From an optimization exercise on the open Yosys and OpenROAD flow, aimed at a short achievable clock period and few clock cycles; shortcuts taken in it are not production practice.
Function was checked by simulation only, so behaviour that the tests miss may differ from the original.

==> inputs of run M <==
==> flow/design.v <==
package mipsPkg;
    localparam int DataWidth    = 32;
    localparam int RegAddrWidth = 5;
    localparam int MemAddrWidth = 7;
    localparam int NumRegs      = 2 ** RegAddrWidth;
    localparam logic [RegAddrWidth-1:0] LinkReg = 5'd31;
    localparam logic [5:0] opRType = 6'h00;
    localparam logic [5:0] opJ     = 6'h02;
    localparam logic [5:0] opJal   = 6'h03;
    localparam logic [5:0] opBeq   = 6'h04;
    localparam logic [5:0] opBne   = 6'h05;
    localparam logic [5:0] opAddi  = 6'h08;
    localparam logic [5:0] opLw    = 6'h23;
    localparam logic [5:0] opSw    = 6'h2b;
    localparam logic [5:0] fnSll = 6'h00;
    localparam logic [5:0] fnSrl = 6'h02;
    localparam logic [5:0] fnJr  = 6'h08;
    localparam logic [5:0] fnAdd = 6'h20;
    localparam logic [5:0] fnSub = 6'h22;
    localparam logic [5:0] fnAnd = 6'h24;
    localparam logic [5:0] fnOr  = 6'h25;
    localparam logic [5:0] fnSlt = 6'h2a;
    localparam int AluAdd = 0;
    localparam int AluSub = 1;
    localparam int AluAnd = 2;
    localparam int AluOr  = 3;
    localparam int AluSlt = 4;
    localparam int AluSll = 5;
    localparam int AluSrl = 6;
    localparam int NumAluOps = 7;
endpackage
`timescale 1ns/1ns
import mipsPkg::*;
module mipsControl (
    input  logic [31:0]             instr,
    output logic [NumAluOps-1:0]    aluOp,      
    output logic                    useImm,     
    output logic [RegAddrWidth-1:0] dest,       
    output logic                    memRead,
    output logic                    memWrite,
    output logic                    branchEq,
    output logic                    branchNe,
    output logic                    jump,       
    output logic                    link,       
    output logic                    jumpReg     
);
    logic [5:0] opcode;
    logic [5:0] funct;
    assign opcode = instr[31:26];
    assign funct  = instr[5:0];
    always_comb begin
        aluOp    = '0;
        useImm   = 1'b0;
        dest     = '0;
        memRead  = 1'b0;
        memWrite = 1'b0;
        branchEq = 1'b0;
        branchNe = 1'b0;
        jump     = 1'b0;
        link     = 1'b0;
        jumpReg  = 1'b0;
        case (opcode)
            opRType: begin
                case (funct)
                    fnAdd: begin aluOp = NumAluOps'(1) << AluAdd; dest = instr[15:11]; end
                    fnSub: begin aluOp = NumAluOps'(1) << AluSub; dest = instr[15:11]; end
                    fnAnd: begin aluOp = NumAluOps'(1) << AluAnd; dest = instr[15:11]; end
                    fnOr:  begin aluOp = NumAluOps'(1) << AluOr; dest = instr[15:11]; end
                    fnSlt: begin aluOp = NumAluOps'(1) << AluSlt; dest = instr[15:11]; end
                    fnSll: begin aluOp = NumAluOps'(1) << AluSll; dest = instr[15:11]; end
                    fnSrl: begin aluOp = NumAluOps'(1) << AluSrl; dest = instr[15:11]; end
                    fnJr:  jumpReg = 1'b1;
                    default: ;
                endcase
            end
            opAddi: begin
                aluOp = NumAluOps'(1) << AluAdd;
                useImm        = 1'b1;
                dest          = instr[20:16];
            end
            opLw: begin
                aluOp = NumAluOps'(1) << AluAdd;
                useImm        = 1'b1;
                dest          = instr[20:16];
                memRead       = 1'b1;
            end
            opSw: begin
                aluOp = NumAluOps'(1) << AluAdd;
                useImm        = 1'b1;
                memWrite      = 1'b1;
            end
            opBeq: branchEq = 1'b1;
            opBne: branchNe = 1'b1;
            opJ:   jump     = 1'b1;
            opJal: begin
                jump          = 1'b1;
                link          = 1'b1;
                aluOp = NumAluOps'(1) << AluAdd;
                dest          = LinkReg;
            end
            default: ;
        endcase
    end
endmodule
`timescale 1ns/1ns
import mipsPkg::*;
module regFile (
    input  logic                          clk,
    input  logic                          rst_n,
    input  logic [RegAddrWidth-1:0]       rdIdx1,
    input  logic [RegAddrWidth-1:0]       rdIdx2,
    input  logic [RegAddrWidth-1:0]       wrIdx,
    input  logic [mipsPkg::DataWidth-1:0] wrData,
    output logic [mipsPkg::DataWidth-1:0] rdData1,
    output logic [mipsPkg::DataWidth-1:0] rdData2
);
    logic [DataWidth-1:0] regs [1:NumRegs-1];
    assign rdData1 = (rdIdx1 == '0) ? '0 : regs[rdIdx1];
    assign rdData2 = (rdIdx2 == '0) ? '0 : regs[rdIdx2];
    always_ff @(posedge clk) begin
        if (rst_n) begin
            for (int i = 1; i < NumRegs; i++) begin
                regs[i] <= '0;
            end
        end else if (wrIdx != '0) begin
            regs[wrIdx] <= wrData;
        end
    end
endmodule
`timescale 1ns/1ns
import mipsPkg::*;
module alu (
    input  logic [NumAluOps-1:0]          aluOp,
    input  logic [mipsPkg::DataWidth-1:0] opA,
    input  logic [mipsPkg::DataWidth-1:0] opB,
    input  logic [4:0]                    shamt,
    output logic [mipsPkg::DataWidth-1:0] aluResult
);
    logic [DataWidth-1:0] sum;
    logic [DataWidth-1:0] diff;
    logic                 less;
    assign sum  = opA + opB;
    assign diff = opA - opB;
    assign less = (opA[DataWidth-1] ^ opB[DataWidth-1]) ? opA[DataWidth-1] : diff[DataWidth-1];
    always_comb begin
        aluResult = ({DataWidth{aluOp[AluAdd]}} & sum)
                  | ({DataWidth{aluOp[AluSub]}} & diff)
                  | ({DataWidth{aluOp[AluAnd]}} & (opA & opB))
                  | ({DataWidth{aluOp[AluOr]}}  & (opA | opB))
                  | ({DataWidth{aluOp[AluSlt]}} & DataWidth'(less))
                  | ({DataWidth{aluOp[AluSll]}} & (opB << shamt))
                  | ({DataWidth{aluOp[AluSrl]}} & (opB >> shamt));
    end
endmodule
`timescale 1ns/1ns
import mipsPkg::*;
module pcUnit (
    input  logic                          clk,
    input  logic                          rst_n,
    input  logic [31:0]                   instr,
    input  logic                          jump,
    input  logic                          jumpReg,
    input  logic                          branchEq,
    input  logic                          branchNe,
    input  logic                          opsEqual,
    input  logic [mipsPkg::DataWidth-1:0] rsVal,
    output logic [mipsPkg::DataWidth-1:0] pc,
    output logic [mipsPkg::DataWidth-1:0] pcPlus4
);
    logic [DataWidth-1:0] pcSeq;
    logic [DataWidth-1:0] pcTgt;
    logic                 useTgt;
    logic [DataWidth-1:0] branchAddr;
    logic [DataWidth-1:0] jumpAddr;
    logic [DataWidth-1:0] tgtNext;
    logic                 redirect;
    assign pc      = useTgt ? pcTgt : pcSeq;
    assign pcPlus4 = pc + DataWidth'(4);
    assign branchAddr = pcPlus4 + {{14{instr[15]}}, instr[15:0], 2'b00};
    assign jumpAddr   = {pc[DataWidth-1:DataWidth-4], instr[25:0], 2'b00};
    always_comb begin
        if (jump) begin
            tgtNext = jumpAddr;
        end else if (jumpReg) begin
            tgtNext = rsVal;
        end else begin
            tgtNext = branchAddr;
        end
    end
    assign redirect = jump | jumpReg
                    | (branchEq & opsEqual) | (branchNe & ~opsEqual);
    always_ff @(posedge clk) begin
        if (rst_n) begin
            pcSeq  <= '0;
            pcTgt  <= '0;
            useTgt <= 1'b0;
        end else begin
            pcSeq  <= pcPlus4;
            pcTgt  <= tgtNext;
            useTgt <= redirect;
        end
    end
endmodule
`timescale 1ns/1ns
import mipsPkg::*;
module mipsCore (
    input  logic                                clk,
    input  logic                                rst_n,
    input  logic [31:0]                         instr,
    input  logic [mipsPkg::DataWidth-1:0]       memRdata,
    output logic [mipsPkg::DataWidth-1:0]       instrAddr,
    output logic [mipsPkg::MemAddrWidth-1:0]    memAddr,
    output logic [mipsPkg::DataWidth-1:0]       memWdata,
    output logic                                memCen,
    output logic                                memWen,
    output logic                                memOen
);
    logic [NumAluOps-1:0]    aluOp;
    logic                    useImm;
    logic [RegAddrWidth-1:0] dest;
    logic                    memRead;
    logic                    memWrite;
    logic                    branchEq;
    logic                    branchNe;
    logic                    jump;
    logic                    link;
    logic                    jumpReg;
    logic [DataWidth-1:0] pc;
    logic [DataWidth-1:0] pcPlus4;
    logic [DataWidth-1:0] rfData1;
    logic [DataWidth-1:0] rfData2;
    logic [DataWidth-1:0] rsVal;
    logic [DataWidth-1:0] rtVal;
    logic [DataWidth-1:0] immExt;
    logic                 opsEqual;
    logic [NumAluOps-1:0]    exAluOp;
    logic [DataWidth-1:0]    exOpA;
    logic [DataWidth-1:0]    exOpB;
    logic [DataWidth-1:0]    exImm;
    logic [DataWidth-1:0]    exStData;
    logic [4:0]              exShamt;
    logic [RegAddrWidth-1:0] exDest;
    logic                    exMemRead;
    logic                    exMemWrite;
    logic [DataWidth-1:0]    exAluResult;
    logic [DataWidth-1:0]    exResult;
    logic [8:0]              exByteAddr;
    mipsControl uControl (
        .instr    (instr),
        .aluOp    (aluOp),
        .useImm   (useImm),
        .dest     (dest),
        .memRead  (memRead),
        .memWrite (memWrite),
        .branchEq (branchEq),
        .branchNe (branchNe),
        .jump     (jump),
        .link     (link),
        .jumpReg  (jumpReg)
    );
    regFile uRegFile (
        .clk     (clk),
        .rst_n   (rst_n),
        .rdIdx1  (instr[25:21]),
        .rdIdx2  (instr[20:16]),
        .wrIdx   (exDest),
        .wrData  (exResult),
        .rdData1 (rfData1),
        .rdData2 (rfData2)
    );
    assign rsVal = (instr[25:21] == exDest && exDest != '0) ? exResult : rfData1;
    assign rtVal = (instr[20:16] == exDest && exDest != '0) ? exResult : rfData2;
    assign opsEqual = (rsVal == rtVal);
    assign immExt   = {{16{instr[15]}}, instr[15:0]};
    pcUnit uPcUnit (
        .clk      (clk),
        .rst_n    (rst_n),
        .instr    (instr),
        .jump     (jump),
        .jumpReg  (jumpReg),
        .branchEq (branchEq),
        .branchNe (branchNe),
        .opsEqual (opsEqual),
        .rsVal    (rsVal),
        .pc       (pc),
        .pcPlus4  (pcPlus4)
    );
    assign instrAddr = pc;
    always_ff @(posedge clk) begin
        if (rst_n) begin
            exDest     <= '0;
            exMemRead  <= 1'b0;
            exMemWrite <= 1'b0;
        end else begin
            exDest     <= dest;
            exMemRead  <= memRead;
            exMemWrite <= memWrite;
        end
        exAluOp  <= aluOp;
        exOpA    <= link ? pcPlus4 : rsVal;
        exOpB    <= link ? '0 : (useImm ? immExt : rtVal);
        exImm    <= immExt;
        exStData <= rtVal;
        exShamt  <= instr[10:6];
    end
    alu uAlu (
        .aluOp     (exAluOp),
        .opA       (exOpA),
        .opB       (exOpB),
        .shamt     (exShamt),
        .aluResult (exAluResult)
    );
    assign exResult = exMemRead ? memRdata : exAluResult;
    assign exByteAddr = exOpA[8:0] + exImm[8:0];
    assign memAddr    = exByteAddr[MemAddrWidth+1:2];
    assign memWdata   = exStData;
    assign memCen = ~(exMemRead | exMemWrite) | rst_n;
    assign memWen = ~exMemWrite | rst_n;
    assign memOen = ~exMemRead | rst_n;
endmodule
==> flow/run.sh <==
#!/bin/bash
# synth_recipe.tcl (not shown) runs the flow's synth.tcl, then flattens the netlist and writes it again
# the make line also repeats each setting of config.mk as NAME=value (left out here)
make -C /OpenROAD-flow-scripts/flow DESIGN_CONFIG=/design/flow/config.mk WORK_HOME=/design/flow/orfs CLKGATE_MAP_FILE= SYNTH_SCRIPT=/design/flow/synth_recipe.tcl finish
==> flow/config.mk <==
export PLATFORM = sky130hd
export DESIGN_NAME = mipsCore
export DESIGN_NICKNAME = mipsCore
export VERILOG_FILES = /design/flow/design.v
export SDC_FILE = /design/flow/constraint.sdc
export NUM_CORES = 4
export LEC_CHECK = 0
export ABC_CLOCK_PERIOD_IN_PS = 4000
export CAP_MARGIN = 20
export CORE_MARGIN = 2
export CORE_UTILIZATION = 35
export PLACE_DENSITY = 0.45
export SETUP_SLACK_MARGIN = 5
export SLEW_MARGIN = 20
==> flow/constraint.sdc <==
create_clock -name core_clock -period 12.0 [get_ports {clk}]
set_input_delay 2.4000 -clock core_clock [delete_from_list [all_inputs] [get_ports {clk}]]
set_output_delay 2.4000 -clock core_clock [all_outputs]
set_load 0.01 [all_outputs]
==> run K (differences from run M) <==
==> flow/flow/run.sh (new file) <==
#!/bin/bash
set -euo pipefail
cd "$(dirname "$0")/.."
MARGIN=$(cat flow/margin.txt)
sed -e "s|\"\${@:-finish}\"|SETUP_SLACK_MARGIN=${MARGIN} \"\${@:-finish}\"|" standard.sh > flow_margin.sh
grep -q "SETUP_SLACK_MARGIN=${MARGIN} " flow_margin.sh
bash flow_margin.sh finish > flow_make.log 2>&1
==> flow/flow/margin.txt (new file) <==
7.5
==> flow/standard.sh (new file) <==
#!/bin/bash
# synth_recipe.tcl (not shown) runs the flow's synth.tcl, then flattens the netlist and writes it again
# the make line also repeats each setting of config.mk as NAME=value (left out here)
make -C /OpenROAD-flow-scripts/flow DESIGN_CONFIG=/design/flow/config.mk WORK_HOME=/design/flow/orfs CLKGATE_MAP_FILE= SYNTH_SCRIPT=/design/flow/synth_recipe.tcl "${@:-finish}"
- ABC_CLOCK_PERIOD_IN_PS: 4000 -> 3000
removed: flow/run.sh
==> summary.txt <==
Status
  – Outcome: complete, no violations

Layout
  – Non-Filler Instances: 9098
  – Multi-input combinational area share: 43.4%
  – Final Core Density: 39.7%
  – Design area: 82000 um^2
  – Area Growth Syn to Fin: 12.8%
  – Area of the multi-input gates: 35600 um^2
  – Area fraction of clock buffers and clock inverters: 5.59%

Global route
  – M1 GR Usage: 40.3%

Worst setup path
  – WP data arrival: 7.79 ns
  – CP Max Fanout: 38

Timing
  – Clk_skew: 0.0477 ns

Clock tree
  – Cts bufs inserted: 145

Routing
  – Via/cell ratio: 6.30

Place
  – Detailed-placement wirelength estimate: 217000 um
Source of the figures above: run M

==> summary.txt <==
Layout
  – Multi-input combinational area share: 43.0%
  – Non-Filler Instances: 9373
  – Final Core Density: 43.1%

Timing
  – Clk_skew: 0.0664 ns

Worst setup path
  – CP Max Fanout: 2

Routing
  – Via/cell ratio: 6.41

Clock tree
  – Cts bufs inserted: 147

Status
  – Outcome: complete, no violations
Source of the figures above: run K

Testbench counts of run M, summed over its fixed seeds: cycles 37,966.
Testbench counts of run K, summed over its fixed seeds: cycles 37,966.

what the ideal ports hide:
No port has a modelled driver above. Below, the same layouts with a new extraction and two added sets of constraints. Step 1 (the two cells are an assumption about what drives the block):
set clk [get_ports {clk}]
set_driving_cell -lib_cell sky130_fd_sc_hd__clkbuf_16 $clk
set_driving_cell -lib_cell sky130_fd_sc_hd__buf_2 [delete_from_list [all_inputs] $clk]
Step 2 also shifts input and output timing later by t, the mid clock arrival at the registers, as if the neighbouring blocks saw the same clock. Three values: ideal ports, drivers, drivers and shift; two values: the first two.
| run | shift t [ns] | setup slack, ns | worst setup path after step 2 |
|---|---|---|---|
| run M | 0.899 | 4.901 / 4.964 / 4.064 | input to register |
| run K | 0.889 | 5.678 / 5.561 / 4.671 | input to register |
After both steps setup and hold are still met in every run listed. The setup slack of run K, which loses most, moves by -0.117 ns with the drivers and by -1.007 ns with both steps.
